What follows belongs to an exercise in optimizing a design on an open flow for small area, a short achievable clock period and few clock cycles per item; a production flow would make more cautious choices.
Only simulation tests tie the RTL to the original design; equivalence was not proved.

## flow/design.v (module list and top-level ports; edited modules follow where they fit)
// module rbm_gibbs_top: 1662 lines
module rbm_gibbs_top #(
   parameter int                            visible_dim = 16,
   parameter int                            hidden_dim  = 8,
   parameter int                            addr_width  = 8,
   parameter logic [rbm_pkg::prob_width-1:0] fwd_seed    = 8'h5a,
   parameter logic [rbm_pkg::prob_width-1:0] bwd_seed    = 8'hc3
) (
   input  logic                                   clock,
   input  logic                                   reset,
   input  logic                                   mode,
   input  logic                                   load_valid,
   output logic                                   load_ready,
   input  logic [addr_width-1:0]                  load_addr,
   input  logic signed [rbm_pkg::weight_width-1:0] load_data,
   input  logic                                   in_valid,
   output logic                                   in_ready,
   input  logic [visible_dim-1:0]                 in_visible,
   output logic                                   out_valid,
   input  logic                                   out_ready,
   output logic [hidden_dim-1:0]                  out_hidden,
   output logic [visible_dim-1:0]                 out_recon
);
  // ...
==> flow/flow/run.sh <==
#!/bin/bash
# Standard synthesis and layout, with timing repair asked to aim below the design's
# clock period (a larger setup margin); the SDC and every other setting are unchanged.
set -uo pipefail
bash standard.sh SETUP_SLACK_MARGIN=6.45 finish > make_finish.log 2>&1
==> flow/standard.sh <==
#!/bin/bash
# synth_recipe.tcl (not shown) runs the flow's synth.tcl, then flattens the netlist and writes it again
# the make line also repeats each setting of config.mk as NAME=value (left out here)
make -C /OpenROAD-flow-scripts/flow DESIGN_CONFIG=/design/flow/config.mk WORK_HOME=/design/flow/orfs CLKGATE_MAP_FILE= SYNTH_SCRIPT=/design/flow/synth_recipe.tcl "${@:-finish}"
==> flow/config.mk <==
export PLATFORM = sky130hd
export DESIGN_NAME = rbm_gibbs_top
export DESIGN_NICKNAME = rbm_gibbs_top
export VERILOG_FILES = /design/flow/design.v
export SDC_FILE = /design/flow/constraint.sdc
export NUM_CORES = 4
export LEC_CHECK = 0
export ABC_AREA = 1
export CAP_MARGIN = 20
export CORE_MARGIN = 2
export CORE_UTILIZATION = 50
export CTS_CLUSTER_DIAMETER = 100
export CTS_CLUSTER_SIZE = 20
export SLEW_MARGIN = 20
==> flow/constraint.sdc <==
create_clock -name core_clock -period 10.0 [get_ports {clock}]
set_input_delay 2.0000 -clock core_clock [delete_from_list [all_inputs] [get_ports {clock}]]
set_output_delay 2.0000 -clock core_clock [all_outputs]
set_load 0.01 [all_outputs]
==> results.json, run 1 <==
{
  "core_um2": 658000,
  "grt_overflow_total": 0,
  "path_class": "flip-flop to flip-flop",
  "n_tap_cell": 8700,
  "final-max-slew-violation-count": 0,
  "yosysTopAreaCell": "edfxtp_1",
  "final.setup_skew_ps": 53.1,
  "crit_fanout": 7,
  "cts_sinks": 5844,
  "r2r_cells": 27,
  "clockBufferDepth": 4,
  "post_dp_cell_area_um2": 341000,
  "ant_nets": 0,
  "inverters": 5949,
  "required_ps": 11000,
  "worst-path-buf-inv": 6,
  "port_buffers": 67,
  "status": "timing/DRC/antenna clean",
  "area_growth_pct": 22.5,
  "multi_input_area_share_pct": 46.9,
  "buf_share_pct": 6.90,
  "clock_tree_area_fraction_pct": 2.44,
  "final_nets": 43678,
  "synth.area.top_cells": "edfxtp_1 (22%), dfxtp_1 (19%), ha_1 (13%)",
  "critPathMaxStageDelay_ps": 390,
  "post-synth-top-count-cell": "nand2_1",
  "cts_setup_buffers": 836,
  "seq_cells": 5844,
  "crit_top_cell": "nor2_1",
  "synthesis.nets": 41432,
  "cpMaxStageDelayCell": "dfxtp_4",
  "diodes": 38,
  "clock_latency_ps": 1060
}
Testbench counts, summed over its fixed seeds: cycles 1,208, items 1,024.
==> run 2, diff against run 1 <==
--- a/flow/design.v
+++ b/flow/design.v
@@ -38,23 +38,17 @@
       logic [13:0] a;
       logic [14:0] s;
       logic        pos;
       logic        neg;
       a   = acc_val(x);
       s   = {a[13], a} + (en ? {{3{w[11]}}, w} : 15'd0);
       pos = hi & ~s[14] & s[13];
       neg = lo & s[14] & (~s[13] | (s[12:0] == 13'd0));
-      if (hi && lo && (s[14] != s[13])) begin
-         acc_add = {2'b00, (s[14] ? 14'h2001 : 14'h1fff)};
-      end else if (hi && lo) begin
-         acc_add = {2'b00, s[13:1], s[0] | (s[13:0] == 14'h2000)};
-      end else begin
-         acc_add = {2'b00, (pos ? 14'h1fff : (neg ? 14'h2001 : s[13:0]))};
-      end
+      acc_add = {2'b00, (pos ? 14'h1fff : (neg ? 14'h2001 : s[13:0]))};
    endfunction
    function automatic logic [15:0] acc_init2(input logic [11:0] b, input logic [11:0] w0,
                                             input logic [11:0] w1, input logic e0,
                                             input logic e1);
       logic [13:0] s;
       s = {{2{b[11]}}, b} + (e0 ? {{2{w0[11]}}, w0} : 14'd0) + (e1 ? {{2{w1[11]}}, w1} : 14'd0);
       acc_init2 = {2'b00, s};
    endfunction
@@ -83,27 +77,16 @@
       logic [8:0]  rl;
       logic [15:0] t;
       logic [15:0] s;
       rl = m ? ({1'b0, r} - 9'd127) : 9'd1;
       t  = {{2{rl[8]}}, rl, 5'd0};
       s  = {{2{a[13]}}, a} + (en ? {{4{w[11]}}, w} : 16'd0) - t;
       fire_add = ~s[15] & ~(m & (r == 8'hff));
    endfunction
-   function automatic logic fire_add_t(input logic [13:0] a, input logic [11:0] w,
-                                       input logic en, input logic m, input logic [8:0] rl,
-                                       input logic ff);
-      logic [8:0]  l;
-      logic [15:0] t;
-      logic [15:0] s;
-      l = m ? rl : 9'd1;
-      t = {{2{l[8]}}, l, 5'd0};
-      s = {{2{a[13]}}, a} + (en ? {{4{w[11]}}, w} : 16'd0) - t;
-      fire_add_t = ~s[15] & ~(m & ff);
-   endfunction
    function automatic logic [7:0] lfsr_steps(input logic [7:0] x, input int n);
       lfsr_steps = x;
       for (int i = 0; i < n; i++) begin
          lfsr_steps = lfsr_steps[0] ? ((lfsr_steps >> 1) ^ rbm_pkg::lfsr_taps) : (lfsr_steps >> 1);
       end
    endfunction
    logic [11:0]         w_0_0;
    logic [11:0]         w_0_1;
@@ -253,195 +236,187 @@
    logic [11:0]         vb_9;
    logic [11:0]         vb_10;
    logic [11:0]         vb_11;
    logic [11:0]         vb_12;
    logic [11:0]         vb_13;
    logic [11:0]         vb_14;
    logic [11:0]         vb_15;
    assign load_ready = 1'b1;
-   logic        ld_v;
-   logic [7:0]  ld_a;
-   logic [11:0] ld_d;
-   always_ff @(posedge clock) begin
-      ld_v <= load_valid;
-      ld_a <= load_addr;
-      ld_d <= load_data;
-   end
    always_ff @(posedge clock) begin
       if (load_valid && load_addr == 8'd0) w_0_0 <= load_data;
       if (load_valid && load_addr == 8'd1) w_0_1 <= load_data;
       if (load_valid && load_addr == 8'd2) w_0_2 <= load_data;
       if (load_valid && load_addr == 8'd3) w_0_3 <= load_data;
       if (load_valid && load_addr == 8'd4) w_0_4 <= load_data;
       if (load_valid && load_addr == 8'd5) w_0_5 <= load_data;
       if (load_valid && load_addr == 8'd6) w_0_6 <= load_data;
       if (load_valid && load_addr == 8'd7) w_0_7 <= load_data;
-      if (ld_v && ld_a == 8'd8) w_1_0 <= ld_d;
-      if (ld_v && ld_a == 8'd9) w_1_1 <= ld_d;
-      if (ld_v && ld_a == 8'd10) w_1_2 <= ld_d;
-      if (ld_v && ld_a == 8'd11) w_1_3 <= ld_d;
-      if (ld_v && ld_a == 8'd12) w_1_4 <= ld_d;
-      if (ld_v && ld_a == 8'd13) w_1_5 <= ld_d;
-      if (ld_v && ld_a == 8'd14) w_1_6 <= ld_d;
-      if (ld_v && ld_a == 8'd15) w_1_7 <= ld_d;
-      if (ld_v && ld_a == 8'd16) w_2_0 <= ld_d;
-      if (ld_v && ld_a == 8'd17) w_2_1 <= ld_d;
-      if (ld_v && ld_a == 8'd18) w_2_2 <= ld_d;
-      if (ld_v && ld_a == 8'd19) w_2_3 <= ld_d;
-      if (ld_v && ld_a == 8'd20) w_2_4 <= ld_d;
-      if (ld_v && ld_a == 8'd21) w_2_5 <= ld_d;
-      if (ld_v && ld_a == 8'd22) w_2_6 <= ld_d;
-      if (ld_v && ld_a == 8'd23) w_2_7 <= ld_d;
-      if (ld_v && ld_a == 8'd24) w_3_0 <= ld_d;
-      if (ld_v && ld_a == 8'd25) w_3_1 <= ld_d;
-      if (ld_v && ld_a == 8'd26) w_3_2 <= ld_d;
-      if (ld_v && ld_a == 8'd27) w_3_3 <= ld_d;
-      if (ld_v && ld_a == 8'd28) w_3_4 <= ld_d;
-      if (ld_v && ld_a == 8'd29) w_3_5 <= ld_d;
-      if (ld_v && ld_a == 8'd30) w_3_6 <= ld_d;
-      if (ld_v && ld_a == 8'd31) w_3_7 <= ld_d;
-      if (ld_v && ld_a == 8'd32) w_4_0 <= ld_d;
-      if (ld_v && ld_a == 8'd33) w_4_1 <= ld_d;
-      if (ld_v && ld_a == 8'd34) w_4_2 <= ld_d;
-      if (ld_v && ld_a == 8'd35) w_4_3 <= ld_d;
-      if (ld_v && ld_a == 8'd36) w_4_4 <= ld_d;
-      if (ld_v && ld_a == 8'd37) w_4_5 <= ld_d;
-      if (ld_v && ld_a == 8'd38) w_4_6 <= ld_d;
-      if (ld_v && ld_a == 8'd39) w_4_7 <= ld_d;
-      if (ld_v && ld_a == 8'd40) w_5_0 <= ld_d;
-      if (ld_v && ld_a == 8'd41) w_5_1 <= ld_d;
-      if (ld_v && ld_a == 8'd42) w_5_2 <= ld_d;
-      if (ld_v && ld_a == 8'd43) w_5_3 <= ld_d;
-      if (ld_v && ld_a == 8'd44) w_5_4 <= ld_d;
-      if (ld_v && ld_a == 8'd45) w_5_5 <= ld_d;
-      if (ld_v && ld_a == 8'd46) w_5_6 <= ld_d;
-      if (ld_v && ld_a == 8'd47) w_5_7 <= ld_d;
-      if (ld_v && ld_a == 8'd48) w_6_0 <= ld_d;
-      if (ld_v && ld_a == 8'd49) w_6_1 <= ld_d;
-      if (ld_v && ld_a == 8'd50) w_6_2 <= ld_d;
-      if (ld_v && ld_a == 8'd51) w_6_3 <= ld_d;
-      if (ld_v && ld_a == 8'd52) w_6_4 <= ld_d;
-      if (ld_v && ld_a == 8'd53) w_6_5 <= ld_d;
-      if (ld_v && ld_a == 8'd54) w_6_6 <= ld_d;
-      if (ld_v && ld_a == 8'd55) w_6_7 <= ld_d;
-      if (ld_v && ld_a == 8'd56) w_7_0 <= ld_d;
-      if (ld_v && ld_a == 8'd57) w_7_1 <= ld_d;
-      if (ld_v && ld_a == 8'd58) w_7_2 <= ld_d;
-      if (ld_v && ld_a == 8'd59) w_7_3 <= ld_d;
-      if (ld_v && ld_a == 8'd60) w_7_4 <= ld_d;
-      if (ld_v && ld_a == 8'd61) w_7_5 <= ld_d;
-      if (ld_v && ld_a == 8'd62) w_7_6 <= ld_d;
-      if (ld_v && ld_a == 8'd63) w_7_7 <= ld_d;
-      if (ld_v && ld_a == 8'd64) w_8_0 <= ld_d;
-      if (ld_v && ld_a == 8'd65) w_8_1 <= ld_d;
-      if (ld_v && ld_a == 8'd66) w_8_2 <= ld_d;
-      if (ld_v && ld_a == 8'd67) w_8_3 <= ld_d;
-      if (ld_v && ld_a == 8'd68) w_8_4 <= ld_d;
-      if (ld_v && ld_a == 8'd69) w_8_5 <= ld_d;
-      if (ld_v && ld_a == 8'd70) w_8_6 <= ld_d;
-      if (ld_v && ld_a == 8'd71) w_8_7 <= ld_d;
-      if (ld_v && ld_a == 8'd72) w_9_0 <= ld_d;
-      if (ld_v && ld_a == 8'd73) w_9_1 <= ld_d;
-      if (ld_v && ld_a == 8'd74) w_9_2 <= ld_d;
-      if (ld_v && ld_a == 8'd75) w_9_3 <= ld_d;
-      if (ld_v && ld_a == 8'd76) w_9_4 <= ld_d;
-      if (ld_v && ld_a == 8'd77) w_9_5 <= ld_d;
-      if (ld_v && ld_a == 8'd78) w_9_6 <= ld_d;
-      if (ld_v && ld_a == 8'd79) w_9_7 <= ld_d;
-      if (ld_v && ld_a == 8'd80) w_10_0 <= ld_d;
-      if (ld_v && ld_a == 8'd81) w_10_1 <= ld_d;
-      if (ld_v && ld_a == 8'd82) w_10_2 <= ld_d;
-      if (ld_v && ld_a == 8'd83) w_10_3 <= ld_d;
-      if (ld_v && ld_a == 8'd84) w_10_4 <= ld_d;
-      if (ld_v && ld_a == 8'd85) w_10_5 <= ld_d;
-      if (ld_v && ld_a == 8'd86) w_10_6 <= ld_d;
-      if (ld_v && ld_a == 8'd87) w_10_7 <= ld_d;
-      if (ld_v && ld_a == 8'd88) w_11_0 <= ld_d;
-      if (ld_v && ld_a == 8'd89) w_11_1 <= ld_d;
-      if (ld_v && ld_a == 8'd90) w_11_2 <= ld_d;
-      if (ld_v && ld_a == 8'd91) w_11_3 <= ld_d;
-      if (ld_v && ld_a == 8'd92) w_11_4 <= ld_d;
-      if (ld_v && ld_a == 8'd93) w_11_5 <= ld_d;
-      if (ld_v && ld_a == 8'd94) w_11_6 <= ld_d;
-      if (ld_v && ld_a == 8'd95) w_11_7 <= ld_d;
-      if (ld_v && ld_a == 8'd96) w_12_0 <= ld_d;
-      if (ld_v && ld_a == 8'd97) w_12_1 <= ld_d;
-      if (ld_v && ld_a == 8'd98) w_12_2 <= ld_d;
-      if (ld_v && ld_a == 8'd99) w_12_3 <= ld_d;
-      if (ld_v && ld_a == 8'd100) w_12_4 <= ld_d;
-      if (ld_v && ld_a == 8'd101) w_12_5 <= ld_d;
-      if (ld_v && ld_a == 8'd102) w_12_6 <= ld_d;
-      if (ld_v && ld_a == 8'd103) w_12_7 <= ld_d;
-      if (ld_v && ld_a == 8'd104) w_13_0 <= ld_d;
-      if (ld_v && ld_a == 8'd105) w_13_1 <= ld_d;
-      if (ld_v && ld_a == 8'd106) w_13_2 <= ld_d;
-      if (ld_v && ld_a == 8'd107) w_13_3 <= ld_d;
-      if (ld_v && ld_a == 8'd108) w_13_4 <= ld_d;
-      if (ld_v && ld_a == 8'd109) w_13_5 <= ld_d;
-      if (ld_v && ld_a == 8'd110) w_13_6 <= ld_d;
-      if (ld_v && ld_a == 8'd111) w_13_7 <= ld_d;
-      if (ld_v && ld_a == 8'd112) w_14_0 <= ld_d;
-      if (ld_v && ld_a == 8'd113) w_14_1 <= ld_d;
-      if (ld_v && ld_a == 8'd114) w_14_2 <= ld_d;
-      if (ld_v && ld_a == 8'd115) w_14_3 <= ld_d;
-      if (ld_v && ld_a == 8'd116) w_14_4 <= ld_d;
-      if (ld_v && ld_a == 8'd117) w_14_5 <= ld_d;
-      if (ld_v && ld_a == 8'd118) w_14_6 <= ld_d;
-      if (ld_v && ld_a == 8'd119) w_14_7 <= ld_d;
-      if (ld_v && ld_a == 8'd120) w_15_0 <= ld_d;
-      if (ld_v && ld_a == 8'd121) w_15_1 <= ld_d;
-      if (ld_v && ld_a == 8'd122) w_15_2 <= ld_d;
-      if (ld_v && ld_a == 8'd123) w_15_3 <= ld_d;
-      if (ld_v && ld_a == 8'd124) w_15_4 <= ld_d;
-      if (ld_v && ld_a == 8'd125) w_15_5 <= ld_d;
-      if (ld_v && ld_a == 8'd126) w_15_6 <= ld_d;
-      if (ld_v && ld_a == 8'd127) w_15_7 <= ld_d;
+      if (load_valid && load_addr == 8'd8) w_1_0 <= load_data;
+      if (load_valid && load_addr == 8'd9) w_1_1 <= load_data;
+      if (load_valid && load_addr == 8'd10) w_1_2 <= load_data;
+      if (load_valid && load_addr == 8'd11) w_1_3 <= load_data;
+      if (load_valid && load_addr == 8'd12) w_1_4 <= load_data;
+      if (load_valid && load_addr == 8'd13) w_1_5 <= load_data;
+      if (load_valid && load_addr == 8'd14) w_1_6 <= load_data;
+      if (load_valid && load_addr == 8'd15) w_1_7 <= load_data;
+      if (load_valid && load_addr == 8'd16) w_2_0 <= load_data;
+      if (load_valid && load_addr == 8'd17) w_2_1 <= load_data;
+      if (load_valid && load_addr == 8'd18) w_2_2 <= load_data;
+      if (load_valid && load_addr == 8'd19) w_2_3 <= load_data;
+      if (load_valid && load_addr == 8'd20) w_2_4 <= load_data;
+      if (load_valid && load_addr == 8'd21) w_2_5 <= load_data;
+      if (load_valid && load_addr == 8'd22) w_2_6 <= load_data;
+      if (load_valid && load_addr == 8'd23) w_2_7 <= load_data;
+      if (load_valid && load_addr == 8'd24) w_3_0 <= load_data;
+      if (load_valid && load_addr == 8'd25) w_3_1 <= load_data;
+      if (load_valid && load_addr == 8'd26) w_3_2 <= load_data;
+      if (load_valid && load_addr == 8'd27) w_3_3 <= load_data;
+      if (load_valid && load_addr == 8'd28) w_3_4 <= load_data;
+      if (load_valid && load_addr == 8'd29) w_3_5 <= load_data;
+      if (load_valid && load_addr == 8'd30) w_3_6 <= load_data;
+      if (load_valid && load_addr == 8'd31) w_3_7 <= load_data;
+      if (load_valid && load_addr == 8'd32) w_4_0 <= load_data;
+      if (load_valid && load_addr == 8'd33) w_4_1 <= load_data;
+      if (load_valid && load_addr == 8'd34) w_4_2 <= load_data;
+      if (load_valid && load_addr == 8'd35) w_4_3 <= load_data;
+      if (load_valid && load_addr == 8'd36) w_4_4 <= load_data;
+      if (load_valid && load_addr == 8'd37) w_4_5 <= load_data;
+      if (load_valid && load_addr == 8'd38) w_4_6 <= load_data;
+      if (load_valid && load_addr == 8'd39) w_4_7 <= load_data;
+      if (load_valid && load_addr == 8'd40) w_5_0 <= load_data;
+      if (load_valid && load_addr == 8'd41) w_5_1 <= load_data;
+      if (load_valid && load_addr == 8'd42) w_5_2 <= load_data;
+      if (load_valid && load_addr == 8'd43) w_5_3 <= load_data;
+      if (load_valid && load_addr == 8'd44) w_5_4 <= load_data;
+      if (load_valid && load_addr == 8'd45) w_5_5 <= load_data;
+      if (load_valid && load_addr == 8'd46) w_5_6 <= load_data;
+      if (load_valid && load_addr == 8'd47) w_5_7 <= load_data;
+      if (load_valid && load_addr == 8'd48) w_6_0 <= load_data;
+      if (load_valid && load_addr == 8'd49) w_6_1 <= load_data;
+      if (load_valid && load_addr == 8'd50) w_6_2 <= load_data;
+      if (load_valid && load_addr == 8'd51) w_6_3 <= load_data;
+      if (load_valid && load_addr == 8'd52) w_6_4 <= load_data;
+      if (load_valid && load_addr == 8'd53) w_6_5 <= load_data;
+      if (load_valid && load_addr == 8'd54) w_6_6 <= load_data;
+      if (load_valid && load_addr == 8'd55) w_6_7 <= load_data;
+      if (load_valid && load_addr == 8'd56) w_7_0 <= load_data;
+      if (load_valid && load_addr == 8'd57) w_7_1 <= load_data;
+      if (load_valid && load_addr == 8'd58) w_7_2 <= load_data;
+      if (load_valid && load_addr == 8'd59) w_7_3 <= load_data;
+      if (load_valid && load_addr == 8'd60) w_7_4 <= load_data;
+      if (load_valid && load_addr == 8'd61) w_7_5 <= load_data;
+      if (load_valid && load_addr == 8'd62) w_7_6 <= load_data;
+      if (load_valid && load_addr == 8'd63) w_7_7 <= load_data;
+      if (load_valid && load_addr == 8'd64) w_8_0 <= load_data;
+      if (load_valid && load_addr == 8'd65) w_8_1 <= load_data;
+      if (load_valid && load_addr == 8'd66) w_8_2 <= load_data;
+      if (load_valid && load_addr == 8'd67) w_8_3 <= load_data;
+      if (load_valid && load_addr == 8'd68) w_8_4 <= load_data;
+      if (load_valid && load_addr == 8'd69) w_8_5 <= load_data;
+      if (load_valid && load_addr == 8'd70) w_8_6 <= load_data;
+      if (load_valid && load_addr == 8'd71) w_8_7 <= load_data;
+      if (load_valid && load_addr == 8'd72) w_9_0 <= load_data;
+      if (load_valid && load_addr == 8'd73) w_9_1 <= load_data;
+      if (load_valid && load_addr == 8'd74) w_9_2 <= load_data;
+      if (load_valid && load_addr == 8'd75) w_9_3 <= load_data;
+      if (load_valid && load_addr == 8'd76) w_9_4 <= load_data;
+      if (load_valid && load_addr == 8'd77) w_9_5 <= load_data;
+      if (load_valid && load_addr == 8'd78) w_9_6 <= load_data;
+      if (load_valid && load_addr == 8'd79) w_9_7 <= load_data;
+      if (load_valid && load_addr == 8'd80) w_10_0 <= load_data;
+      if (load_valid && load_addr == 8'd81) w_10_1 <= load_data;
+      if (load_valid && load_addr == 8'd82) w_10_2 <= load_data;
+      if (load_valid && load_addr == 8'd83) w_10_3 <= load_data;
+      if (load_valid && load_addr == 8'd84) w_10_4 <= load_data;
+      if (load_valid && load_addr == 8'd85) w_10_5 <= load_data;
+      if (load_valid && load_addr == 8'd86) w_10_6 <= load_data;
+      if (load_valid && load_addr == 8'd87) w_10_7 <= load_data;
+      if (load_valid && load_addr == 8'd88) w_11_0 <= load_data;
+      if (load_valid && load_addr == 8'd89) w_11_1 <= load_data;
+      if (load_valid && load_addr == 8'd90) w_11_2 <= load_data;
+      if (load_valid && load_addr == 8'd91) w_11_3 <= load_data;
+      if (load_valid && load_addr == 8'd92) w_11_4 <= load_data;
+      if (load_valid && load_addr == 8'd93) w_11_5 <= load_data;
+      if (load_valid && load_addr == 8'd94) w_11_6 <= load_data;
+      if (load_valid && load_addr == 8'd95) w_11_7 <= load_data;
+      if (load_valid && load_addr == 8'd96) w_12_0 <= load_data;
+      if (load_valid && load_addr == 8'd97) w_12_1 <= load_data;
+      if (load_valid && load_addr == 8'd98) w_12_2 <= load_data;
+      if (load_valid && load_addr == 8'd99) w_12_3 <= load_data;
+      if (load_valid && load_addr == 8'd100) w_12_4 <= load_data;
+      if (load_valid && load_addr == 8'd101) w_12_5 <= load_data;
+      if (load_valid && load_addr == 8'd102) w_12_6 <= load_data;
+      if (load_valid && load_addr == 8'd103) w_12_7 <= load_data;
+      if (load_valid && load_addr == 8'd104) w_13_0 <= load_data;
+      if (load_valid && load_addr == 8'd105) w_13_1 <= load_data;
+      if (load_valid && load_addr == 8'd106) w_13_2 <= load_data;
+      if (load_valid && load_addr == 8'd107) w_13_3 <= load_data;
+      if (load_valid && load_addr == 8'd108) w_13_4 <= load_data;
+      if (load_valid && load_addr == 8'd109) w_13_5 <= load_data;
+      if (load_valid && load_addr == 8'd110) w_13_6 <= load_data;
+      if (load_valid && load_addr == 8'd111) w_13_7 <= load_data;
+      if (load_valid && load_addr == 8'd112) w_14_0 <= load_data;
+      if (load_valid && load_addr == 8'd113) w_14_1 <= load_data;
+      if (load_valid && load_addr == 8'd114) w_14_2 <= load_data;
+      if (load_valid && load_addr == 8'd115) w_14_3 <= load_data;
+      if (load_valid && load_addr == 8'd116) w_14_4 <= load_data;
+      if (load_valid && load_addr == 8'd117) w_14_5 <= load_data;
+      if (load_valid && load_addr == 8'd118) w_14_6 <= load_data;
+      if (load_valid && load_addr == 8'd119) w_14_7 <= load_data;
+      if (load_valid && load_addr == 8'd120) w_15_0 <= load_data;
+      if (load_valid && load_addr == 8'd121) w_15_1 <= load_data;
+      if (load_valid && load_addr == 8'd122) w_15_2 <= load_data;
+      if (load_valid && load_addr == 8'd123) w_15_3 <= load_data;
+      if (load_valid && load_addr == 8'd124) w_15_4 <= load_data;
+      if (load_valid && load_addr == 8'd125) w_15_5 <= load_data;
+      if (load_valid && load_addr == 8'd126) w_15_6 <= load_data;
+      if (load_valid && load_addr == 8'd127) w_15_7 <= load_data;
       if (load_valid && load_addr == 8'd128) hb_0 <= load_data;
       if (load_valid && load_addr == 8'd129) hb_1 <= load_data;
       if (load_valid && load_addr == 8'd130) hb_2 <= load_data;
       if (load_valid && load_addr == 8'd131) hb_3 <= load_data;
       if (load_valid && load_addr == 8'd132) hb_4 <= load_data;
       if (load_valid && load_addr == 8'd133) hb_5 <= load_data;
       if (load_valid && load_addr == 8'd134) hb_6 <= load_data;
       if (load_valid && load_addr == 8'd135) hb_7 <= load_data;
-      if (ld_v && ld_a == 8'd136) vb_0 <= ld_d;
-      if (ld_v && ld_a == 8'd137) vb_1 <= ld_d;
-      if (ld_v && ld_a == 8'd138) vb_2 <= ld_d;
-      if (ld_v && ld_a == 8'd139) vb_3 <= ld_d;
-      if (ld_v && ld_a == 8'd140) vb_4 <= ld_d;
-      if (ld_v && ld_a == 8'd141) vb_5 <= ld_d;
-      if (ld_v && ld_a == 8'd142) vb_6 <= ld_d;
-      if (ld_v && ld_a == 8'd143) vb_7 <= ld_d;
-      if (ld_v && ld_a == 8'd144) vb_8 <= ld_d;
-      if (ld_v && ld_a == 8'd145) vb_9 <= ld_d;
-      if (ld_v && ld_a == 8'd146) vb_10 <= ld_d;
-      if (ld_v && ld_a == 8'd147) vb_11 <= ld_d;
-      if (ld_v && ld_a == 8'd148) vb_12 <= ld_d;
-      if (ld_v && ld_a == 8'd149) vb_13 <= ld_d;
-      if (ld_v && ld_a == 8'd150) vb_14 <= ld_d;
-      if (ld_v && ld_a == 8'd151) vb_15 <= ld_d;
+      if (load_valid && load_addr == 8'd136) vb_0 <= load_data;
+      if (load_valid && load_addr == 8'd137) vb_1 <= load_data;
+      if (load_valid && load_addr == 8'd138) vb_2 <= load_data;
+      if (load_valid && load_addr == 8'd139) vb_3 <= load_data;
+      if (load_valid && load_addr == 8'd140) vb_4 <= load_data;
+      if (load_valid && load_addr == 8'd141) vb_5 <= load_data;
+      if (load_valid && load_addr == 8'd142) vb_6 <= load_data;
+      if (load_valid && load_addr == 8'd143) vb_7 <= load_data;
+      if (load_valid && load_addr == 8'd144) vb_8 <= load_data;
+      if (load_valid && load_addr == 8'd145) vb_9 <= load_data;
+      if (load_valid && load_addr == 8'd146) vb_10 <= load_data;
+      if (load_valid && load_addr == 8'd147) vb_11 <= load_data;
+      if (load_valid && load_addr == 8'd148) vb_12 <= load_data;
+      if (load_valid && load_addr == 8'd149) vb_13 <= load_data;
+      if (load_valid && load_addr == 8'd150) vb_14 <= load_data;
+      if (load_valid && load_addr == 8'd151) vb_15 <= load_data;
    end
    logic [4:0] credit_cnt;
    logic       accept;
    logic       take;
    assign accept = in_valid & in_ready;
    assign take   = out_valid & out_ready;
    always_ff @(posedge clock or posedge reset) begin
       if (reset) begin
          credit_cnt <= '0;
          in_ready   <= 1'b0;
       end else if (accept && !take) begin
          credit_cnt <= credit_cnt + 1'b1;
-         in_ready   <= (credit_cnt < 5'd23);
+         in_ready   <= (credit_cnt < 5'd22);
       end else if (!accept && take) begin
          credit_cnt <= credit_cnt - 1'b1;
          in_ready   <= 1'b1;
       end else begin
-         in_ready   <= (credit_cnt < 5'd24);
+         in_ready   <= (credit_cnt < 5'd23);
       end
    end
    logic mode_r;
    always_ff @(posedge clock) mode_r <= mode;
    logic [15:0] fa0_0_1;
    assign fa0_0_1 = acc_add({2'b00, {2{hb_0[11]}}, hb_0}, w_0_0, in_visible[0], 1'b0, 1'b0);
    logic [15:0] fa1_0_2;
    assign fa1_0_2 = acc_add({2'b00, {2{hb_1[11]}}, hb_1}, w_0_1, in_visible[0], 1'b0, 1'b0);
@@ -1011,73 +986,22 @@
       s14_facc2 <= fa2_14_107;
       s14_facc3 <= fa3_14_108;
       s14_facc4 <= fa4_14_109;
       s14_facc5 <= fa5_14_110;
       s14_facc6 <= fa6_14_111;
       s14_facc7 <= fa7_14_112;
    end
    logic [7:0] sf_lfsr;
-   logic [8:0] sf_rl_0;
-   logic       sf_ff_0;
-   logic [8:0] sf_rl_1;
-   logic       sf_ff_1;
-   logic [8:0] sf_rl_2;
-   logic       sf_ff_2;
-   logic [8:0] sf_rl_3;
-   logic       sf_ff_3;
-   logic [8:0] sf_rl_4;
-   logic       sf_ff_4;
-   logic [8:0] sf_rl_5;
-   logic       sf_ff_5;
-   logic [8:0] sf_rl_6;
-   logic       sf_ff_6;
-   logic [8:0] sf_rl_7;
-   logic       sf_ff_7;
    always_ff @(posedge clock or posedge reset) begin
-      if (reset) begin
-         sf_lfsr <= 8'h5a;
-         sf_rl_0 <= 9'h1db;
-         sf_ff_0 <= 1'b0;
-         sf_rl_1 <= 9'h1ae;
-         sf_ff_1 <= 1'b0;
-         sf_rl_2 <= 9'h02f;
-         sf_ff_2 <= 1'b0;
-         sf_rl_3 <= 9'h1d8;
-         sf_ff_3 <= 1'b0;
-         sf_rl_4 <= 9'h014;
-         sf_ff_4 <= 1'b0;
-         sf_rl_5 <= 9'h072;
-         sf_ff_5 <= 1'b0;
-         sf_rl_6 <= 9'h041;
-         sf_ff_6 <= 1'b0;
-         sf_rl_7 <= 9'h1e1;
-         sf_ff_7 <= 1'b0;
-      end else if (s14_valid) begin
-         sf_lfsr <= lfsr_steps(sf_lfsr, 8);
-         sf_rl_0 <= {1'b0, lfsr_steps(sf_lfsr, 8)} - 9'd127;
-         sf_ff_0 <= (lfsr_steps(sf_lfsr, 8) == 8'hff);
-         sf_rl_1 <= {1'b0, lfsr_steps(sf_lfsr, 9)} - 9'd127;
-         sf_ff_1 <= (lfsr_steps(sf_lfsr, 9) == 8'hff);
-         sf_rl_2 <= {1'b0, lfsr_steps(sf_lfsr, 10)} - 9'd127;
-         sf_ff_2 <= (lfsr_steps(sf_lfsr, 10) == 8'hff);
-         sf_rl_3 <= {1'b0, lfsr_steps(sf_lfsr, 11)} - 9'd127;
-         sf_ff_3 <= (lfsr_steps(sf_lfsr, 11) == 8'hff);
-         sf_rl_4 <= {1'b0, lfsr_steps(sf_lfsr, 12)} - 9'd127;
-         sf_ff_4 <= (lfsr_steps(sf_lfsr, 12) == 8'hff);
-         sf_rl_5 <= {1'b0, lfsr_steps(sf_lfsr, 13)} - 9'd127;
-         sf_ff_5 <= (lfsr_steps(sf_lfsr, 13) == 8'hff);
-         sf_rl_6 <= {1'b0, lfsr_steps(sf_lfsr, 14)} - 9'd127;
-         sf_ff_6 <= (lfsr_steps(sf_lfsr, 14) == 8'hff);
-         sf_rl_7 <= {1'b0, lfsr_steps(sf_lfsr, 15)} - 9'd127;
-         sf_ff_7 <= (lfsr_steps(sf_lfsr, 15) == 8'hff);
-      end
+      if (reset) sf_lfsr <= fwd_seed;
+      else if (s14_valid) sf_lfsr <= lfsr_steps(sf_lfsr, 8);
    end
    logic [7:0] hid_113;
-   assign hid_113 = {fire_add_t(s14_facc7[13:0], w_15_7, s14_vis[15], mode_r, sf_rl_7, sf_ff_7), fire_add_t(s14_facc6[13:0], w_15_6, s14_vis[15], mode_r, sf_rl_6, sf_ff_6), fire_add_t(s14_facc5[13:0], w_15_5, s14_vis[15], mode_r, sf_rl_5, sf_ff_5), fire_add_t(s14_facc4[13:0], w_15_4, s14_vis[15], mode_r, sf_rl_4, sf_ff_4), fire_add_t(s14_facc3[13:0], w_15_3, s14_vis[15], mode_r, sf_rl_3, sf_ff_3), fire_add_t(s14_facc2[13:0], w_15_2, s14_vis[15], mode_r, sf_rl_2, sf_ff_2), fire_add_t(s14_facc1[13:0], w_15_1, s14_vis[15], mode_r, sf_rl_1, sf_ff_1), fire_add_t(s14_facc0[13:0], w_15_0, s14_vis[15], mode_r, sf_rl_0, sf_ff_0)};
+   assign hid_113 = {fire_add(s14_facc7[13:0], w_15_7, s14_vis[15], mode_r, lfsr_steps(sf_lfsr, 7)), fire_add(s14_facc6[13:0], w_15_6, s14_vis[15], mode_r, lfsr_steps(sf_lfsr, 6)), fire_add(s14_facc5[13:0], w_15_5, s14_vis[15], mode_r, lfsr_steps(sf_lfsr, 5)), fire_add(s14_facc4[13:0], w_15_4, s14_vis[15], mode_r, lfsr_steps(sf_lfsr, 4)), fire_add(s14_facc3[13:0], w_15_3, s14_vis[15], mode_r, lfsr_steps(sf_lfsr, 3)), fire_add(s14_facc2[13:0], w_15_2, s14_vis[15], mode_r, lfsr_steps(sf_lfsr, 2)), fire_add(s14_facc1[13:0], w_15_1, s14_vis[15], mode_r, lfsr_steps(sf_lfsr, 1)), fire_add(s14_facc0[13:0], w_15_0, s14_vis[15], mode_r, lfsr_steps(sf_lfsr, 0))};
    logic s15_valid;
    always_ff @(posedge clock or posedge reset) begin
       if (reset) s15_valid <= 1'b0;
       else       s15_valid <= s14_valid;
    end
    logic [7:0] s15_hid;
    always_ff @(posedge clock) begin
       s15_hid <= hid_113;
@@ -1516,157 +1440,47 @@
       s21_bacc10 <= ba10_6_204;
       s21_bacc11 <= ba11_6_205;
       s21_bacc12 <= ba12_6_206;
       s21_bacc13 <= ba13_6_207;
       s21_bacc14 <= ba14_6_208;
       s21_bacc15 <= ba15_6_209;
    end
    logic [7:0] sb_lfsr;
-   logic [8:0] sb_rl_0;
-   logic       sb_ff_0;
-   logic [8:0] sb_rl_1;
-   logic       sb_ff_1;
-   logic [8:0] sb_rl_2;
-   logic       sb_ff_2;
-   logic [8:0] sb_rl_3;
-   logic       sb_ff_3;
-   logic [8:0] sb_rl_4;
-   logic       sb_ff_4;
-   logic [8:0] sb_rl_5;
-   logic       sb_ff_5;
-   logic [8:0] sb_rl_6;
-   logic       sb_ff_6;
-   logic [8:0] sb_rl_7;
-   logic       sb_ff_7;
-   logic [8:0] sb_rl_8;
-   logic       sb_ff_8;
-   logic [8:0] sb_rl_9;
-   logic       sb_ff_9;
-   logic [8:0] sb_rl_10;
-   logic       sb_ff_10;
-   logic [8:0] sb_rl_11;
-   logic       sb_ff_11;
-   logic [8:0] sb_rl_12;
-   logic       sb_ff_12;
-   logic [8:0] sb_rl_13;
-   logic       sb_ff_13;
-   logic [8:0] sb_rl_14;
-   logic       sb_ff_14;
-   logic [8:0] sb_rl_15;
-   logic       sb_ff_15;
    always_ff @(posedge clock or posedge reset) begin
-      if (reset) begin
-         sb_lfsr <= 8'hc3;
-         sb_rl_0 <= 9'h044;
-         sb_ff_0 <= 1'b0;
-         sb_rl_1 <= 9'h05a;
-         sb_ff_1 <= 1'b0;
-         sb_rl_2 <= 9'h055;
-         sb_ff_2 <= 1'b0;
-         sb_rl_3 <= 9'h1eb;
-         sb_ff_3 <= 1'b0;
-         sb_rl_4 <= 9'h1b6;
-         sb_ff_4 <= 1'b0;
-         sb_rl_5 <= 9'h023;
-         sb_ff_5 <= 1'b0;
-         sb_rl_6 <= 9'h1d2;
-         sb_ff_6 <= 1'b0;
-         sb_rl_7 <= 9'h011;
-         sb_ff_7 <= 1'b0;
-         sb_rl_8 <= 9'h1c9;
-         sb_ff_8 <= 1'b0;
-         sb_rl_9 <= 9'h1a5;
-         sb_ff_9 <= 1'b0;
-         sb_rl_10 <= 9'h193;
-         sb_ff_10 <= 1'b0;
-         sb_rl_11 <= 9'h18a;
-         sb_ff_11 <= 1'b0;
-         sb_rl_12 <= 9'h03d;
-         sb_ff_12 <= 1'b0;
-         sb_rl_13 <= 9'h1df;
-         sb_ff_13 <= 1'b0;
-         sb_rl_14 <= 9'h1b0;
-         sb_ff_14 <= 1'b0;
-         sb_rl_15 <= 9'h030;
-         sb_ff_15 <= 1'b0;
-      end else if (s21_valid) begin
-         sb_lfsr <= lfsr_steps(sb_lfsr, 16);
-         sb_rl_0 <= {1'b0, lfsr_steps(sb_lfsr, 16)} - 9'd127;
-         sb_ff_0 <= (lfsr_steps(sb_lfsr, 16) == 8'hff);
-         sb_rl_1 <= {1'b0, lfsr_steps(sb_lfsr, 17)} - 9'd127;
-         sb_ff_1 <= (lfsr_steps(sb_lfsr, 17) == 8'hff);
-         sb_rl_2 <= {1'b0, lfsr_steps(sb_lfsr, 18)} - 9'd127;
-         sb_ff_2 <= (lfsr_steps(sb_lfsr, 18) == 8'hff);
-         sb_rl_3 <= {1'b0, lfsr_steps(sb_lfsr, 19)} - 9'd127;
-         sb_ff_3 <= (lfsr_steps(sb_lfsr, 19) == 8'hff);
-         sb_rl_4 <= {1'b0, lfsr_steps(sb_lfsr, 20)} - 9'd127;
-         sb_ff_4 <= (lfsr_steps(sb_lfsr, 20) == 8'hff);
-         sb_rl_5 <= {1'b0, lfsr_steps(sb_lfsr, 21)} - 9'd127;
-         sb_ff_5 <= (lfsr_steps(sb_lfsr, 21) == 8'hff);
-         sb_rl_6 <= {1'b0, lfsr_steps(sb_lfsr, 22)} - 9'd127;
-         sb_ff_6 <= (lfsr_steps(sb_lfsr, 22) == 8'hff);
-         sb_rl_7 <= {1'b0, lfsr_steps(sb_lfsr, 23)} - 9'd127;
-         sb_ff_7 <= (lfsr_steps(sb_lfsr, 23) == 8'hff);
-         sb_rl_8 <= {1'b0, lfsr_steps(sb_lfsr, 24)} - 9'd127;
-         sb_ff_8 <= (lfsr_steps(sb_lfsr, 24) == 8'hff);
-         sb_rl_9 <= {1'b0, lfsr_steps(sb_lfsr, 25)} - 9'd127;
-         sb_ff_9 <= (lfsr_steps(sb_lfsr, 25) == 8'hff);
-         sb_rl_10 <= {1'b0, lfsr_steps(sb_lfsr, 26)} - 9'd127;
-         sb_ff_10 <= (lfsr_steps(sb_lfsr, 26) == 8'hff);
-         sb_rl_11 <= {1'b0, lfsr_steps(sb_lfsr, 27)} - 9'd127;
-         sb_ff_11 <= (lfsr_steps(sb_lfsr, 27) == 8'hff);
-         sb_rl_12 <= {1'b0, lfsr_steps(sb_lfsr, 28)} - 9'd127;
-         sb_ff_12 <= (lfsr_steps(sb_lfsr, 28) == 8'hff);
-         sb_rl_13 <= {1'b0, lfsr_steps(sb_lfsr, 29)} - 9'd127;
-         sb_ff_13 <= (lfsr_steps(sb_lfsr, 29) == 8'hff);
-         sb_rl_14 <= {1'b0, lfsr_steps(sb_lfsr, 30)} - 9'd127;
-         sb_ff_14 <= (lfsr_steps(sb_lfsr, 30) == 8'hff);
-         sb_rl_15 <= {1'b0, lfsr_steps(sb_lfsr, 31)} - 9'd127;
-         sb_ff_15 <= (lfsr_steps(sb_lfsr, 31) == 8'hff);
-      end
+      if (reset) sb_lfsr <= bwd_seed;
+      else if (s21_valid) sb_lfsr <= lfsr_steps(sb_lfsr, 16);
    end
    logic [15:0] rec_210;
-   assign rec_210 = {fire_add_t(s21_bacc15[13:0], w_15_7, s21_hid[7], mode_r, sb_rl_15, sb_ff_15), fire_add_t(s21_bacc14[13:0], w_14_7, s21_hid[7], mode_r, sb_rl_14, sb_ff_14), fire_add_t(s21_bacc13[13:0], w_13_7, s21_hid[7], mode_r, sb_rl_13, sb_ff_13), fire_add_t(s21_bacc12[13:0], w_12_7, s21_hid[7], mode_r, sb_rl_12, sb_ff_12), fire_add_t(s21_bacc11[13:0], w_11_7, s21_hid[7], mode_r, sb_rl_11, sb_ff_11), fire_add_t(s21_bacc10[13:0], w_10_7, s21_hid[7], mode_r, sb_rl_10, sb_ff_10), fire_add_t(s21_bacc9[13:0], w_9_7, s21_hid[7], mode_r, sb_rl_9, sb_ff_9), fire_add_t(s21_bacc8[13:0], w_8_7, s21_hid[7], mode_r, sb_rl_8, sb_ff_8), fire_add_t(s21_bacc7[13:0], w_7_7, s21_hid[7], mode_r, sb_rl_7, sb_ff_7), fire_add_t(s21_bacc6[13:0], w_6_7, s21_hid[7], mode_r, sb_rl_6, sb_ff_6), fire_add_t(s21_bacc5[13:0], w_5_7, s21_hid[7], mode_r, sb_rl_5, sb_ff_5), fire_add_t(s21_bacc4[13:0], w_4_7, s21_hid[7], mode_r, sb_rl_4, sb_ff_4), fire_add_t(s21_bacc3[13:0], w_3_7, s21_hid[7], mode_r, sb_rl_3, sb_ff_3), fire_add_t(s21_bacc2[13:0], w_2_7, s21_hid[7], mode_r, sb_rl_2, sb_ff_2), fire_add_t(s21_bacc1[13:0], w_1_7, s21_hid[7], mode_r, sb_rl_1, sb_ff_1), fire_add_t(s21_bacc0[13:0], w_0_7, s21_hid[7], mode_r, sb_rl_0, sb_ff_0)};
-   logic s22_valid;
-   always_ff @(posedge clock or posedge reset) begin
-      if (reset) s22_valid <= 1'b0;
-      else       s22_valid <= s21_valid;
-   end
-   logic [7:0] s22_hid;
-   logic [15:0] s22_rec;
-   always_ff @(posedge clock) begin
-      s22_hid <= s21_hid;
-      s22_rec <= rec_210;
-   end
+   assign rec_210 = {fire_add(s21_bacc15[13:0], w_15_7, s21_hid[7], mode_r, lfsr_steps(sb_lfsr, 15)), fire_add(s21_bacc14[13:0], w_14_7, s21_hid[7], mode_r, lfsr_steps(sb_lfsr, 14)), fire_add(s21_bacc13[13:0], w_13_7, s21_hid[7], mode_r, lfsr_steps(sb_lfsr, 13)), fire_add(s21_bacc12[13:0], w_12_7, s21_hid[7], mode_r, lfsr_steps(sb_lfsr, 12)), fire_add(s21_bacc11[13:0], w_11_7, s21_hid[7], mode_r, lfsr_steps(sb_lfsr, 11)), fire_add(s21_bacc10[13:0], w_10_7, s21_hid[7], mode_r, lfsr_steps(sb_lfsr, 10)), fire_add(s21_bacc9[13:0], w_9_7, s21_hid[7], mode_r, lfsr_steps(sb_lfsr, 9)), fire_add(s21_bacc8[13:0], w_8_7, s21_hid[7], mode_r, lfsr_steps(sb_lfsr, 8)), fire_add(s21_bacc7[13:0], w_7_7, s21_hid[7], mode_r, lfsr_steps(sb_lfsr, 7)), fire_add(s21_bacc6[13:0], w_6_7, s21_hid[7], mode_r, lfsr_steps(sb_lfsr, 6)), fire_add(s21_bacc5[13:0], w_5_7, s21_hid[7], mode_r, lfsr_steps(sb_lfsr, 5)), fire_add(s21_bacc4[13:0], w_4_7, s21_hid[7], mode_r, lfsr_steps(sb_lfsr, 4)), fire_add(s21_bacc3[13:0], w_3_7, s21_hid[7], mode_r, lfsr_steps(sb_lfsr, 3)), fire_add(s21_bacc2[13:0], w_2_7, s21_hid[7], mode_r, lfsr_steps(sb_lfsr, 2)), fire_add(s21_bacc1[13:0], w_1_7, s21_hid[7], mode_r, lfsr_steps(sb_lfsr, 1)), fire_add(s21_bacc0[13:0], w_0_7, s21_hid[7], mode_r, lfsr_steps(sb_lfsr, 0))};
    logic [23:0] res;
-   assign res = {s22_hid, s22_rec};
-   logic [23:0] q_mem [24];
+   assign res = {s21_hid, rec_210};
+   logic [23:0] q_mem [23];
    logic [4:0] q_rd;
    logic [4:0] q_rd_next;
    logic [4:0] q_wr;
    logic [4:0] q_cnt;
    logic        q_new_head;
-   assign q_rd_next  = take ? ((q_rd == 5'd23) ? '0 : q_rd + 1'b1) : q_rd;
-   assign q_new_head = s22_valid && (take ? (q_cnt == 5'd1) : (q_cnt == '0));
+   assign q_rd_next  = take ? ((q_rd == 5'd22) ? '0 : q_rd + 1'b1) : q_rd;
+   assign q_new_head = s21_valid && (take ? (q_cnt == 5'd1) : (q_cnt == '0));
    always_ff @(posedge clock or posedge reset) begin
       if (reset) begin
          out_valid <= 1'b0;
          q_rd      <= '0;
          q_wr      <= '0;
          q_cnt     <= '0;
       end else begin
          q_rd <= q_rd_next;
-         if (s22_valid) q_wr <= (q_wr == 5'd23) ? '0 : q_wr + 1'b1;
-         if (s22_valid && !take) begin
+         if (s21_valid) q_wr <= (q_wr == 5'd22) ? '0 : q_wr + 1'b1;
+         if (s21_valid && !take) begin
             q_cnt     <= q_cnt + 1'b1;
             out_valid <= 1'b1;
-         end else if (!s22_valid && take) begin
+         end else if (!s21_valid && take) begin
             q_cnt     <= q_cnt - 1'b1;
             out_valid <= (q_cnt != 5'd1);
          end
       end
    end
    always_ff @(posedge clock) begin
-      if (s22_valid) q_mem[q_wr] <= res;
+      if (s21_valid) q_mem[q_wr] <= res;
       {out_hidden, out_recon} <= q_new_head ? res : q_mem[q_rd_next];
    end
 endmodule
==> run 2 against run 1 <==
- worst hold slack improved by 2.1 ps
- synthesized cell count increased by 9.7%
- non-clock buffer count decreased by 1186
- die area increased by 1.8%
- first-iteration DRC count about the same
- final area decreased by 4.3%
- sequential share of layout area decreased by 0.43 points
- cell count increased by 5.3%
==> results.json, run 2 <==
{
  "status": "timing/DRC/antenna clean",
  "drive_above_1_share_pct": 12.0,
  "dp_hpwl_mm": 705,
  "synth_compound_area_share_pct": 8.48,
  "avgRoutedWirePerCell_um": 20.2,
  "start_util_pct": 50.2,
  "final-max-slew-violation-count": 0,
  "die_y_um": 823,
  "synthSimpleGateAreaFrac_pct": 19.0,
  "regMostFlops": "q_mem",
  "critPathMaxStageDelay_ps": 700,
  "seq_area_um2": 135000,
  "synthMuxAreaShare_pct": 0,
  "synth_cell_type_count": 69,
  "synth.area.top_cells": "edfxtp_1 (21%), dfxtp_1 (18%), nand2_1 (13%)",
  "hold_class": "flip-flop to flip-flop",
  "synthCells": 40982,
  "crit_top_cell": "nand2_4",
  "drcViolationCount": 0,
  "max_freq_ghz": 0.205,
  "min_period_ps": 4870,
  "die_w_um": 823,
  "area_growth_pct": 15.1,
  "largest_register_ffs": 552,
  "synth_top_area_share_pct": 21.3,
  "cp_top_family": "simple AND/OR/NAND/NOR gates",
  "post-route-period-util_pct": 48.7,
  "cp-end-kind": "flip-flop",
  "netlist_area_um2": 336000,
  "layout_setup_ws_ps": 5130,
  "grt_overflow_total": 0,
  "place_ws_ps": 4140,
  "io_pins": 69,
  "ctsHoldBuffers": 0,
  "final_cell_area_um2": 386000,
  "clockBufferDepth": 4,
  "maxCapViolations": 0,
  "start_kind": "flip-flop",
  "worst-path-buf-inv": 9,
  "globalplace.congestion": 0.923,
  "totalWireLength_mm": 1030,
  "cts_tree": "done",
  "critical_path_depth": 32,
  "synth_edf_count": 2376,
  "placement_rows": 300,
  "clk_pin_slew_ps": 90,
  "drt_pass1_iterations": 8,
  "rsz0062_at_grt": "true",
  "grtUsageTotal_pct": 28.3,
  "ant_nets": 0,
  "hold-path-cell-count": 0,
  "vias": 269097,
  "synthFlopType": "dfxtp_1",
  "clock_latency_ps": 1070,
  "setup_viol": 0,
  "core_um2": 668000,
  "grt_max_degree": 104,
  "fin_util_pct": 57.8,
  "required_ps": 10790,
  "routed_via_density": 5.26,
  "cts-root-buf": "clkbuf_16",
  "synth_top_family_by_area": "simple AND/OR/NAND/NOR gates",
  "port_buffers": 67,
  "ys_seq_area_share_pct": 40.2,
  "fillers": 60524,
  "grt_pass1_vias": 253330,
  "worst_pin_slew_ps": 1200,
  "post_dp_cell_area_um2": 348000,
  "hold_viol": 0,
  "grt_pass1_wl_mm": 1500,
  "drt_iter0_markers": 22839,
  "r2r_cells": 32,
  "final_cell_mix": "nand2_1 (10,653), inv_1 (7,031), ha_1 (3,078)",
  "synth_xor_xnor_area_share_pct": 6.46,
  "path_class": "flip-flop to flip-flop",
  "tns_ps": 0,
  "dieArea_um2": 678000,
  "crit_fanout": 8,
  "antenna_found_initial": 62,
  "cts_sinks": 5534,
  "mostFrequentLayoutCell": "nand2_1",
  "post-synth-top-count-cell": "nand2_1",
  "yosysWarningCount": 1,
  "yosysTopAreaCell": "edfxtp_1",
  "async_flop_share_pct": 1.07,
  "yosys-top-cells-count": "nand2_1 (11,416), inv_1 (7,203), ha_1 (3,319)",
  "final.setup_skew_ps": 46.5,
  "final_nets": 46077,
  "synth-adder-area-share_pct": 16.7,
  "cpMaxStageDelayCell": "dfstp_4",
  "critPathArrivalTime_ps": 5660,
  "avgSynthCellArea_um2": 8.19,
  "ys_ff_latch": 5534,
  "cts_made_buffers": 321,
  "slew-limit-headroom_pct": 19.7,
  "synthesis.nets": 45072,
  "htreeDepth": 5,
  "multi_input_area_um2": 186000
}
[run 2: kinds of logic (layout without fill, tap and decap cells)]
| logic type | Yosys count | in the layout |
|---|---|---|
| AO/OA/AOI/OAI | 5135 | 5147 |
| XOR/XNOR | 2474 | 2475 |
| adder cells (fa/ha/maj) | 4048 | 4048 |
| buffers and inverters | 8087 | 9280 |
| flip-flops | 5534 | 5534 |
| other | 1 | 35 |
| AND/OR/NAND/NOR | 15703 | 15777 |
[run 2: repair_timing]
action | CTS | global route
resized for setup | 1586 | 2772
buffers inserted | 483 | 611
gates cloned | 84 | 121
endpoints found under the setup margin | 3851 | 3855
pin swaps | 330 | 1013
[run 2: worst register-to-register path: cells and delay by family (launching register included)]
family / cells / cell delay [ps]
XOR/XNOR: 1 / 170
adder cells (fa/ha/maj): 2 / 810
flip-flops: 1 / 700
buffers and inverters: 9 / 970
AO/OA/AOI/OAI: 5 / 650
AND/OR/NAND/NOR: 15 / 1320
[run 2: layout make-up]
class	count	share of cell area, %
Timing Repair Buffer	1432	4.31
Antenna cell	34	0.0220
Sequential cell	5534	35.0
Clock inverter	43	0.121
Timing Repair inverter	22	0.0440
Tap cell	8909	2.89
Inverter	7228	7.10
Multi-Input combinational cell	27448	48.2
Clock buffer	555	2.35
[run 2: metal layers]
layer | share of wire [%] | track usage, % | up-vias
li1 | - | - | 132817
met4 | 3.1 | 6.59 | 6
met3 | 6.4 | 2.79 | 1344
met5 | 0.0039 | 0 | -
met1 | 46 | 40.8 | 127438
met2 | 45 | 46.0 | 7492
[run 2: final timing paths]
check / start / endpoint / slack [ps]
max: sb_lfsr[1] / q_mem[2][15] / 5130
min: s7_vis[14] / s8_vis[14] / 320
max reg2reg: sb_lfsr[1] / q_mem[2][15] / 5130
min reg2reg: s7_vis[14] / s8_vis[14] / 320
max in group asynchronous: reset / sb_lfsr[2] / 7680
min in group asynchronous: reset / s7_valid / 1330
[run 2: stage by stage]
stage / hold WS [ps] / cells
2_1_floorplan: 310 / 40982
3_5_place_dp: 312 / 49274
3_3_place_gp: 310 / 49274
6_report: 322 / 51205
4_1_cts: 322 / 50439
5_1_grt: 325 / 51188
Testbench counts of run 2, summed over its fixed seeds: cycles 1,200, items 1,024.

## port drivers added, routing unchanged
How much do the figures lean on ideal ports? The routed layouts below were timed once more, with nothing changed but the port constraints. Step 1 assumes that a clkbuf_16 drives the clock port and a buf_2 every other input. Step 2 moves the port delays by t, midway between the first and last clock arrival at a register: inputs arrive t later, outputs are due t later. That takes back most of the time a late clock gives input paths. Slacks: ideal / step 1 / step 2; pairs: ideal / step 1.
run	shift t [ns]	setup WS [ns]	hold slack, ns	pins driven straight from the clock port
run 1	1.168	5.868 / 5.868 / 5.414	0.320 / 0.320 / 0.320	1
run 2	1.168	5.127 / 5.127 / 5.127	0.322 / 0.322 / 0.322	1
After both steps setup and hold are still met in every run listed. The setup slack of run 1, which loses most, moves by 0.000 ns with the drivers and by -0.454 ns with both steps.
